This design comes from an exercise in tuning for a short achievable clock period and few clock cycles on the open sky130 flow, not from production work. In this exercise RTL edits were held to simulation tests only and were not proved equivalent to the original. Power figures rest on the tool's default switching activity, not on a simulated workload.

**flow/config.mk**
```make
export PLATFORM = sky130hd
export DESIGN_NAME = blocking_sa_cache
export DESIGN_NICKNAME = blocking_sa_cache
export VERILOG_FILES = /design/flow/design.v
export SDC_FILE = /design/flow/constraint.sdc
export NUM_CORES = 4
export LEC_CHECK = 0
export ABC_CLOCK_PERIOD_IN_PS = 3200
export CAP_MARGIN = 40
export CORE_MARGIN = 2
export CORE_UTILIZATION = 40
export SETUP_SLACK_MARGIN = 3.6
export SLEW_MARGIN = 40
export TNS_END_PERCENT = 100
```
**flow/constraint.sdc**
```tcl
create_clock -name core_clock -period 7.0 [get_ports {clk}]
set_input_delay 1.4000 -clock core_clock [delete_from_list [all_inputs] [get_ports {clk}]]
set_output_delay 1.4000 -clock core_clock [all_outputs]
set_load 0.01 [all_outputs]
```
**flow/design.v**
```verilog
module blocking_sa_cache #(
  parameter int addr_width_p          = 32,
  parameter int data_width_p          = 32,
  parameter int block_size_in_words_p = 4,
  parameter int sets_p                = 4,
  parameter int ways_p                = 2
) (
  input  logic                                   clk,
  input  logic                                   reset,
  input  logic [2+addr_width_p+data_width_p-1:0] cache_pkt_i,
  input  logic                                   v_i,
  output logic                                   ready_o,
  output logic [data_width_p-1:0]                data_o,
  output logic                                   v_o,
  input  logic                                   yumi_i,
  output logic [addr_width_p:0]                  dma_pkt_o,
  output logic                                   dma_pkt_v_o,
  input  logic                                   dma_pkt_yumi_i,
  input  logic [data_width_p-1:0]                dma_data_i,
  input  logic                                   dma_data_v_i,
  output logic                                   dma_data_ready_o,
  output logic [data_width_p-1:0]                dma_data_o,
  output logic                                   dma_data_v_o,
  input  logic                                   dma_data_yumi_i,
  output logic                                   v_we_o
);
  localparam int off_w   = $clog2(data_width_p / 8);
  localparam int blk_w   = $clog2(block_size_in_words_p);
  localparam int idx_w   = $clog2(sets_p);
  localparam int way_w   = $clog2(ways_p);
  localparam int tag_w   = addr_width_p - idx_w - blk_w - off_w;
  localparam int baddr_w = addr_width_p - blk_w - off_w;
  localparam int line_w  = idx_w + way_w;
  localparam int lines_p = sets_p * ways_p;
  localparam int pkt_w   = 2 + addr_width_p + data_width_p;
  localparam int last_w  = block_size_in_words_p - 1;
  localparam int qd_p    = 12;              
  localparam int qc_w    = $clog2(qd_p + 1);
  localparam int qi_w    = $clog2(qd_p);
  localparam int id_w    = 4;               
  localparam int ids_p   = 1 << id_w;
  localparam logic [1:0] OP_LW = 2'b00, OP_SW = 2'b01, OP_TAGST = 2'b10;
  typedef enum logic [2:0] {E_IDLE, E_PKT, E_WB_DATA, E_FILL_PKT, E_FILL_DATA} estate_e;
  logic [tag_w-1:0]              tag_mem  [sets_p][ways_p];
  logic [sets_p-1:0][ways_p-1:0] valid_bits;
  logic [sets_p-1:0][ways_p-1:0] dirty_bits;
  logic [sets_p-1:0]             victim_cnt;
  logic [lines_p-1:0]            line_pend;             
  logic [id_w-1:0]               line_pid [lines_p];    
  logic [id_w-1:0]               id_ctr;
  logic [data_width_p-1:0]       data_mem [lines_p * block_size_in_words_p];
  logic [qd_p-1:0]               q_v;
  logic [1:0]                    q_op   [qd_p];
  logic [line_w-1:0]             q_line [qd_p];
  logic [blk_w-1:0]              q_word [qd_p];
  logic [data_width_p-1:0]       q_data [qd_p];
  logic                          q_w    [qd_p];    
  logic [id_w-1:0]               q_id   [qd_p];
  logic [qc_w-1:0]               q_cnt;
  logic                          ready_r;
  logic                          o_v, o_vsw;
  logic [data_width_p-1:0]       o_data;
  logic [1:0]                    p_v;
  logic                          p_wb   [2];
  logic [tag_w-1:0]              p_otag [2];
  logic [line_w-1:0]             p_line [2];
  logic [baddr_w-1:0]            p_addr [2];
  logic [id_w-1:0]               p_id   [2];
  logic [qi_w-1:0]               p_pos  [2];    
  estate_e                       e_state;
  logic                          a_wb;
  logic [line_w-1:0]             a_line;
  logic [baddr_w-1:0]            a_addr;
  logic [id_w-1:0]               a_id;
  logic [blk_w-1:0]              a_cnt;
  logic [block_size_in_words_p-1:0] a_arrived;
  logic                          pkt_v_r, wd_v_r, rd_rdy_r;
  logic [addr_width_p:0]         pkt_r;
  logic [data_width_p-1:0]       wd_r;
  logic [1:0]               in_op;
  logic [addr_width_p-1:0]  in_addr;
  logic [data_width_p-1:0]  in_data;
  logic [idx_w-1:0]         in_idx;
  logic [tag_w-1:0]         in_tag;
  logic [blk_w-1:0]         in_word;
  logic                     in_way_tagst;
  logic                     m0, m1, hit, hit_way, vic_way, vic_wb;
  logic [line_w-1:0]        use_line;
  logic                     accept, is_mem, is_miss;
  logic                     fill_wr, fill_last;
  assign in_op   = cache_pkt_i[pkt_w-1 -: 2];
  assign in_addr = cache_pkt_i[data_width_p +: addr_width_p];
  assign in_data = cache_pkt_i[data_width_p-1:0];
  assign in_idx  = in_addr[off_w+blk_w +: idx_w];
  assign in_tag  = in_addr[addr_width_p-1 -: tag_w];
  assign in_word = in_addr[off_w +: blk_w];
  assign in_way_tagst = in_data[1];
  logic [sets_p-1:0][ways_p-1:0] line_eq;
  logic [ways_p-1:0]             set_wait;
  logic [id_w-1:0]               set_pid [ways_p];
  logic [lines_p-1:0][block_size_in_words_p-1:0] line_wait;
  always_comb begin
    for (int s = 0; s < sets_p; s++)
      for (int w = 0; w < ways_p; w++)
        line_eq[s][w] = valid_bits[s][w] && (tag_mem[s][w] == in_tag);
    m0      = line_eq[in_idx][0];
    m1      = line_eq[in_idx][1];
    hit     = m0 || m1;
    hit_way = !m0;
    vic_way = !valid_bits[in_idx][0] ? 1'b0 :
              !valid_bits[in_idx][1] ? 1'b1 : victim_cnt[in_idx];
    vic_wb  = valid_bits[in_idx][vic_way] && dirty_bits[in_idx][vic_way];
    for (int l = 0; l < lines_p; l++)
      for (int k = 0; k < block_size_in_words_p; k++)
        line_wait[l][k] = line_pend[l] &&
          !((a_id == line_pid[l]) && (a_arrived[k] || (fill_wr && a_cnt == blk_w'(k))));
    for (int w = 0; w < ways_p; w++) begin
      set_wait[w] = line_wait[{in_idx, 1'(w)}][in_word];
      set_pid[w]  = line_pid[{in_idx, 1'(w)}];
    end
  end
  assign is_mem   = (in_op == OP_LW) || (in_op == OP_SW);
  assign is_miss  = is_mem && !hit;
  assign use_line = {in_idx, hit ? hit_way : vic_way};
  assign accept   = v_i && ready_r;
  assign fill_wr   = (e_state == E_FILL_DATA) && dma_data_v_i;
  assign fill_last = fill_wr && (a_cnt == blk_w'(last_w));
  logic fill_sw;    
  assign fill_sw = q_v[0] && q_w[0] && (q_op[0] == OP_SW) && (a_id == q_id[0]) && (a_cnt == q_word[0]);
  logic head_arriving, head_ok, head_go, move;
  logic [qd_p-1:0] q_arr;    
  always_comb begin
    for (int i = 0; i < qd_p; i++)
      q_arr[i] = fill_wr && q_w[i] && (a_id == q_id[i]) && (a_cnt == q_word[i]);
  end
  assign head_arriving = q_arr[0];
  assign head_ok = !q_w[0] || head_arriving;
  assign head_go = q_v[0] && !q_w[0];                      
  assign move    = q_v[0] && head_ok && (!o_v || yumi_i);  
  assign v_o    = o_v;
  assign data_o = o_data;
  assign v_we_o = o_vsw && yumi_i;
  assign ready_o = ready_r;
  logic hazard, start;
  always_comb begin
    hazard = 1'b0;
    for (int i = 0; i < qd_p; i++)
      if (qi_w'(i) < p_pos[0] && q_v[i] && !q_op[i][1] && q_line[i] == p_line[0])
        hazard = 1'b1;
  end
  assign start = p_v[0] && !hazard && ((e_state == E_IDLE) || fill_last);
  assign dma_pkt_v_o      = pkt_v_r;
  assign dma_pkt_o        = pkt_r;
  assign dma_data_v_o     = wd_v_r;
  assign dma_data_o       = wd_r;
  assign dma_data_ready_o = rd_rdy_r;
  logic [qi_w-1:0] ins_pos;
  logic            new_nf;
  logic [id_w-1:0] new_id;
  logic [qc_w-1:0] q_cnt_n;
  logic [1:0]      p_cnt, p_cnt_n;
  logic            push_p0;
  assign ins_pos = qi_w'(q_cnt - qc_w'(move));
  assign q_cnt_n = q_cnt + qc_w'(accept) - qc_w'(move);
  assign p_cnt   = 2'(p_v[0]) + 2'(p_v[1]);
  assign p_cnt_n = p_cnt + 2'(accept && is_miss) - 2'(start);
  assign push_p0 = start ? !p_v[1] : !p_v[0];
  always_comb begin
    new_nf = is_mem && (!hit || (m0 ? set_wait[0] : set_wait[1]));
    new_id = !hit ? id_ctr : (m0 ? set_pid[0] : set_pid[1]);
  end
  always_ff @(posedge clk) begin
    if (reset) begin
      valid_bits <= '0;
      dirty_bits <= '0;
      victim_cnt <= '0;
      line_pend  <= '0;
      id_ctr     <= '0;
      q_v        <= '0;
      q_cnt      <= '0;
      ready_r    <= 1'b1;
      o_v        <= 1'b0;
      o_vsw      <= 1'b0;
      p_v        <= '0;
      e_state    <= E_IDLE;
      a_cnt      <= '0;
      a_arrived  <= '0;
      pkt_v_r    <= 1'b0;
      wd_v_r     <= 1'b0;
      rd_rdy_r   <= 1'b0;
    end else begin
      ready_r <= (q_cnt_n < qc_w'(qd_p)) && (p_cnt_n < 2'd2);
      q_cnt   <= q_cnt_n;
      if (accept) begin
        if (in_op == OP_TAGST) begin
          valid_bits[in_idx][in_way_tagst] <= in_data[0];
          dirty_bits[in_idx][in_way_tagst] <= 1'b0;
        end else if (is_mem && hit) begin
          if (in_op == OP_SW) dirty_bits[in_idx][hit_way] <= 1'b1;
        end else if (is_miss) begin
          valid_bits[in_idx][vic_way] <= 1'b1;
          dirty_bits[in_idx][vic_way] <= (in_op == OP_SW);
          victim_cnt[in_idx]          <= ~victim_cnt[in_idx];
          id_ctr                      <= id_ctr + id_w'(1);
        end
      end
      for (int i = 0; i < qd_p; i++) begin
        if (move) q_v[i] <= (i < qd_p - 1) ? q_v[i+1] : 1'b0;
        if (accept && qi_w'(i) == ins_pos) q_v[i] <= 1'b1;
      end
      if (move) begin
        o_v   <= 1'b1;
        o_vsw <= (q_op[0] == OP_SW);
      end else if (yumi_i) begin
        o_v   <= 1'b0;
        o_vsw <= 1'b0;
      end
      if (start) begin
        p_v[0] <= p_v[1];
        p_v[1] <= 1'b0;
      end
      if (accept && is_miss) begin
        if (push_p0) p_v[0] <= 1'b1;
        else         p_v[1] <= 1'b1;
      end
      case (e_state)
        E_IDLE: ;
        E_PKT: if (dma_pkt_yumi_i) begin
          pkt_v_r <= 1'b0;
          a_cnt   <= '0;
          if (a_wb) begin
            e_state <= E_WB_DATA;
            wd_v_r  <= 1'b1;
          end else begin
            e_state   <= E_FILL_DATA;
            rd_rdy_r  <= 1'b1;
            a_arrived <= '0;
          end
        end
        E_WB_DATA: if (dma_data_yumi_i) begin
          a_cnt <= a_cnt + blk_w'(1);
          if (a_cnt == blk_w'(last_w)) begin
            e_state <= E_FILL_PKT;
            wd_v_r  <= 1'b0;
            pkt_v_r <= 1'b1;
          end
        end
        E_FILL_PKT: if (dma_pkt_yumi_i) begin
          e_state   <= E_FILL_DATA;
          pkt_v_r   <= 1'b0;
          rd_rdy_r  <= 1'b1;
          a_cnt     <= '0;
          a_arrived <= '0;
        end
        E_FILL_DATA: if (dma_data_v_i) begin
          a_cnt <= a_cnt + blk_w'(1);
          a_arrived[a_cnt] <= 1'b1;
          if (fill_last) begin
            e_state         <= E_IDLE;
            rd_rdy_r        <= 1'b0;
          end
        end
        default: e_state <= E_IDLE;
      endcase
      if (start) begin
        e_state   <= E_PKT;
        pkt_v_r   <= 1'b1;
        a_arrived <= '0;
      end
      if (fill_last && line_pid[a_line] == a_id) line_pend[a_line] <= 1'b0;
      if (accept && is_miss) line_pend[use_line] <= 1'b1;
    end
  end
  logic [qi_w-1:0] p_pos_dec [2];
  always_comb begin
    for (int k = 0; k < 2; k++) p_pos_dec[k] = p_pos[k] - qi_w'(move);
  end
  always_ff @(posedge clk) begin
    if (accept) begin
      if (in_op == OP_TAGST) tag_mem[in_idx][in_way_tagst] <= in_tag;
      else if (is_miss) begin
        tag_mem[in_idx][vic_way] <= in_tag;
        line_pid[use_line]       <= id_ctr;
      end
    end
    for (int i = 0; i < qd_p; i++) begin
      if (!move)               q_w[i] <= q_w[i] && !q_arr[i];
      else if (i < qd_p - 1)   q_w[i] <= q_w[i+1] && !q_arr[i+1];
      if (move && i < qd_p - 1) begin
        q_op[i]   <= q_op[i+1];
        q_line[i] <= q_line[i+1];
        q_word[i] <= q_word[i+1];
        q_data[i] <= q_data[i+1];
        q_id[i]   <= q_id[i+1];
      end
      if (accept && qi_w'(i) == ins_pos) begin
        q_op[i]   <= in_op;
        q_line[i] <= use_line;
        q_word[i] <= in_word;
        q_data[i] <= in_data;
        q_w[i]    <= new_nf;
        q_id[i]   <= new_id;
      end
    end
    if (move) begin
      o_data <= head_arriving ? dma_data_i : data_mem[{q_line[0], q_word[0]}];
    end
    p_pos[0] <= p_pos_dec[0];
    p_pos[1] <= p_pos_dec[1];
    if (start) begin
      p_wb[0]   <= p_wb[1];
      p_otag[0] <= p_otag[1];
      p_line[0] <= p_line[1];
      p_addr[0] <= p_addr[1];
      p_id[0]   <= p_id[1];
      p_pos[0]  <= p_pos_dec[1];
    end
    if (accept && is_miss) begin
      if (push_p0) begin
        p_wb[0]   <= vic_wb;
        p_otag[0] <= tag_mem[in_idx][vic_way];
        p_line[0] <= use_line;
        p_addr[0] <= in_addr[addr_width_p-1 -: baddr_w];
        p_id[0]   <= id_ctr;
        p_pos[0]  <= ins_pos;
      end else begin
        p_wb[1]   <= vic_wb;
        p_otag[1] <= tag_mem[in_idx][vic_way];
        p_line[1] <= use_line;
        p_addr[1] <= in_addr[addr_width_p-1 -: baddr_w];
        p_id[1]   <= id_ctr;
        p_pos[1]  <= ins_pos;
      end
    end
    if (start) begin
      a_wb   <= p_wb[0];
      a_line <= p_line[0];
      a_addr <= p_addr[0];
      a_id   <= p_id[0];
      pkt_r  <= p_wb[0] ? {1'b1, p_otag[0], p_line[0][line_w-1 -: idx_w], {(blk_w+off_w){1'b0}}}
                        : {1'b0, p_addr[0], {(blk_w+off_w){1'b0}}};
    end else if (e_state == E_WB_DATA && dma_data_yumi_i && a_cnt == blk_w'(last_w)) begin
      pkt_r  <= {1'b0, a_addr, {(blk_w+off_w){1'b0}}};
    end
    if (e_state == E_PKT && dma_pkt_yumi_i) wd_r <= data_mem[{a_line, blk_w'(0)}];
    else if (e_state == E_WB_DATA && dma_data_yumi_i)
      wd_r <= data_mem[{a_line, a_cnt + blk_w'(1)}];
    if (fill_wr) data_mem[{a_line, a_cnt}] <= fill_sw ? q_data[0] : dma_data_i;
    if (head_go && q_op[0] == OP_SW) data_mem[{q_line[0], q_word[0]}] <= q_data[0];
  end
endmodule
```
**flow/run.sh**
```bash
#!/bin/bash
# synth_recipe.tcl (not shown) runs the flow's synth.tcl, then flattens the netlist and writes it again
# the make line also repeats each setting of config.mk as NAME=value (left out here)
make -C /OpenROAD-flow-scripts/flow DESIGN_CONFIG=/design/flow/config.mk WORK_HOME=/design/flow/orfs CLKGATE_MAP_FILE= SYNTH_SCRIPT=/design/flow/synth_recipe.tcl finish
```
==> run notes <==
## flip-flops by register name (all words and copies together) (netlist names), 8 cells and up, named ones only
| register | flops |
|---|---|
| q_line | 36 |
| p_id | 8 |
| line_pid | 32 |
| pkt_r | 29 |
| tag_mem | 208 |
| p_pos | 8 |
| valid_bits | 8 |
| line_pend | 8 |
| dirty_bits | 8 |
| q_data | 384 |
| p_addr | 56 |
| q_word | 24 |
| a_addr | 28 |
| q_w | 12 |
| wd_r | 32 |
| q_id | 48 |
| p_otag | 52 |
| o_data | 32 |
| q_op | 24 |
| q_v | 12 |
| data_mem | 1024 |
## logic make-up (layout without fill, tap and decap cells)
| kind of cell | after synthesis | count (layout) | share of synthesized area |
|---|---|---|---|
| xor+xnor | 366 | 367 | 0.0292 |
| flops | 2124 | 2124 | 0.566 |
| other cells | 1 | 10 | 0.0000341 |
| mux | 1025 | 1026 | 0.176 |
| buf+inv | 1006 | 1159 | 0.0365 |
| fa+ha+maj | 44 | 44 | 0.00508 |
| simple gates | 2913 | 2965 | 0.107 |
| compound gates | 1620 | 1620 | 0.0806 |
## through the flow
| step | cell area, µm² | power, mW | setup slack, ns | hold slack, ns |
|---|---|---|---|---|
| finish | 129000 | 41.7 | 3.54 | 0.410 |
| floorplan | 112000 | 24.7 | 2.82 | 0.403 |
| global route | 129000 | 43.1 | 3.46 | 0.439 |
| detailed placement | 117000 | 28.2 | 1.17 | 0.421 |
| CTS | 127000 | 41.2 | 3.53 | 0.417 |
| global placement | 116000 | 27.9 | 1.24 | 0.412 |
## how the worst min path moves through the flow
stage                            to  slack (ns)  cells past startpoint
after floorplan           a_line[2]        0.40                      0
after global placement      a_id[3]        0.41                      0
after detailed placement    a_id[2]        0.42                      0
after CTS                   a_id[0]        0.42                      0
after global routing        a_id[0]        0.44                      0
final                       a_id[0]        0.41                      0
## worst max-delay path, delay by kind of cell, from the launching register on
kind / cells / cell delay, ns
AOI/OAI and AO/OA: 1 / 0.25
xor gates and xnor gates: 2 / 0.29
adders and majority gates: 2 / 0.35
buffers and inverters: 6 / 1.04
DFF: 1 / 0.43
muxes: 1 / 0.26
and+or+nand+nor: 3 / 0.57
## cell usage after synthesis (20+ instances only)
library cell	n
o21ai_0	204
edfxtp_1	1970
dfxtp_1	154
a22oi_1	75
xor2_1	269
mux2i_1	198
nand3_1	62
a211oi_1	20
ha_1	43
inv_1	48
mux4_2	711
buf_4	29
buf_2	60
a31oi_1	48
nor2_1	1115
nand2_1	1454
xnor2_1	97
clkbuf_1	647
nor4_1	89
nor3_1	36
and2_1	21
a21oi_1	1138
nand4_1	45
buf_1	196
mux2_2	115
## metal layers
layer / up-vias / routed length, µm / GRT usage
met5: - / 152 / 0
met4: 10 / 21300 / 0.125
met3: 1013 / 48200 / 0.0638
met2: 5605 / 173000 / 0.406
met1: 38600 / 140000 / 0.350
li1: 33700 / - / -
## final cells by class
| type | count | area share |
|---|---|---|
| inverter | 57 | 0.00278 |
| timing repair buffer | 670 | 0.0572 |
| antenna | 6 | 0.000116 |
| multi-input combinational | 6026 | 0.365 |
| clock inverter | 130 | 0.00959 |
| sequential | 2124 | 0.482 |
| clock buffer | 297 | 0.0483 |
| timing repair inverter | 5 | 0.000416 |
| tap | 3589 | 0.0347 |
## power by group
part	switching, mW	internal [mW]	leakage, nW
logic	7.67	5.14	22.1
registers	0.850	15.8	19.1
clock network	5.24	7.08	3.65
total	13.8	28.0	44.9
## repair_timing
action | CTS | global route
pin swaps | 65 | 61
buffers inserted | 94 | 87
endpoints found under the setup margin | 2342 | 1569
gates cloned | 64 | 20
resized for setup | 372 | 191
## layout by cell type (no fill, tap or decap), types with 89 or more instances in the layout
cell type	synthesis	layout
dfxtp_1	154	136
mux4_2	711	711
a21oi_1	1138	1130
xor2_1	269	246
nor2_1	1115	1091
o21ai_0	204	142
mux2_2	115	101
mux2i_1	198	162
xnor2_1	97	91
buf_6	5	89
clkbuf_16	0	247
edfxtp_1	1970	1970
buf_4	29	293
nand2_1	1454	1366
clkdlybuf4s50_1	0	161
==> qor.yml <==
status: "timing/DRC/antenna clean"
crit_arrival_ns: 4.08
cts_htree_levels: 4
synth_enable_flop_cells: 1970
crit_chain: "buf_12 -> xnor2_2 -> nand4_1 -> buf_4 -> nor3_4 -> o211ai_1 -> bufinv_8 -> ha_4 -> ha_4 -> xor2_4 -> buf_6 -> or3_4 -> buf_16 -> buf_6 -> mux2_2"
crit_required_ns: 7.62
drt_wl_total_um: 382000
grt_pass1_vias: 74900
drive_gt1_frac: 0.228
syn_area_um2: 110000
rr_endpoint: "q_word[8][0]"
finish.utilization: 0.472
yosys.area.top_type: "edfxtp_1"
clockBufferDepth: 4
die_area_um2: 279000
num_rows: 192
fmax_mhz: 289
end_kind: "flip-flop"
yosys.cell_types.count: 76
power_leakage_nw: 44.9
dp.final_hpwl_um: 215000
num-fill-cells: 23700
critPathMaxStageDelay_ns: 0.43
synth_top_area_share: 0.538
root_buffer: "clkbuf_16"
criticalPathCategory: "flip-flop to flip-flop"
p_per_area_nw_per_um2: 323
cts_tree: "built"
hold_viol: 0
synthCells: 9099
clk_latency_ns: 0.94
clock-sinks: 2124
maxCapViolCount: 0
ys.flop_type: "edfxtp_1"
rsz0062_at_grt: "yes"
drtIter0Drc: 12200
critPathLaunchType: "flip-flop"
multiInputGateArea_um2: 47200
grt_overflow: 0
setup_viol: 0
irDropWorstVdd_mv: 0.268
die_h_um: 528
coreArea_um2: 274000
ant_nets: 0
grt_start_max_net_pins: 86
tns_ns: 0
hold_path_class: "flip-flop to flip-flop"
track_usage: 0.263
period_share: 0.495
fin_nets: 9269
syn_area_per_cell_um2: 12.1
viasPerCell: 6.12
die_w_um: 528
fin_cells: 12900
yosysSeqAreaShare: 0.566
seqCellArea_um2: 62300
drc_errors: 0
drt_pass1_iterations: 9
finClkSkew_ns: 0.0971
r2r_slack_ns: 3.54
grt_pass1_wl_um: 536000
dp_cells: 12200
antenna_found_initial: 14
io_pins: 208
crit_slowest_cell: "edfxtp_1"
rr_startpoint: "a_id[2]"
crit_fanout: 8
yosys_warnings: 15
syn2layout_area_growth_pct: 17.5
wl_per_cell_um: 29.6
async_flop_share: 0
synth_area_leaders: "edfxtp_1 (54%), mux4_2 (15%), a21oi_1 (5.2%)"
cts_hold_buf: 0
ff2ff_path_depth: 15
cts_buffers: 236
routabilityCongestion: 0.870
path_clk_slew_ns: 0.06
crit_path_end: "q_word[8][0]"
crit_path_start: "a_id[2]"
worstHoldStart: "p_id[0][0]"
routed-via-count: 79000
worstMarginPinSlew_ns: 0.951
slew_headroom: 0.366
start_util: 0.402
slew_violations: 0
io_buffers: 201
ys_ff_latch: 2124
period_minus_slack_ns: 3.46
Testbench counts, summed over its fixed seeds: cycles 16,242.

[port drivers added, routing unchanged]
The results above use ideal ports. As a check the final layout listed here was re-extracted and re-timed, cells and wires unchanged.
Step 1 assumes that a clkbuf_16 drives the clock port and a buf_2 every other input.
Step 2, shift: input delay + t, output delay - t, t = (earliest + latest rising clock arrival at the registers) / 2. This alone moves slack from input paths to output paths.
a / b / c = ideal ports / drivers / drivers and shift; a / b = the first two.
t, ns: 0.990
slack for setup (ns): 3.538 / 3.422 / 2.432
worst hold slack (ns): 0.410 / 0.410 / 0.410
clock arrival spread, ns: 0.097 / 0.097
After both steps this run still meets setup and hold. The setup slack of this run moves by -0.116 ns with the drivers and by -1.106 ns with both steps.
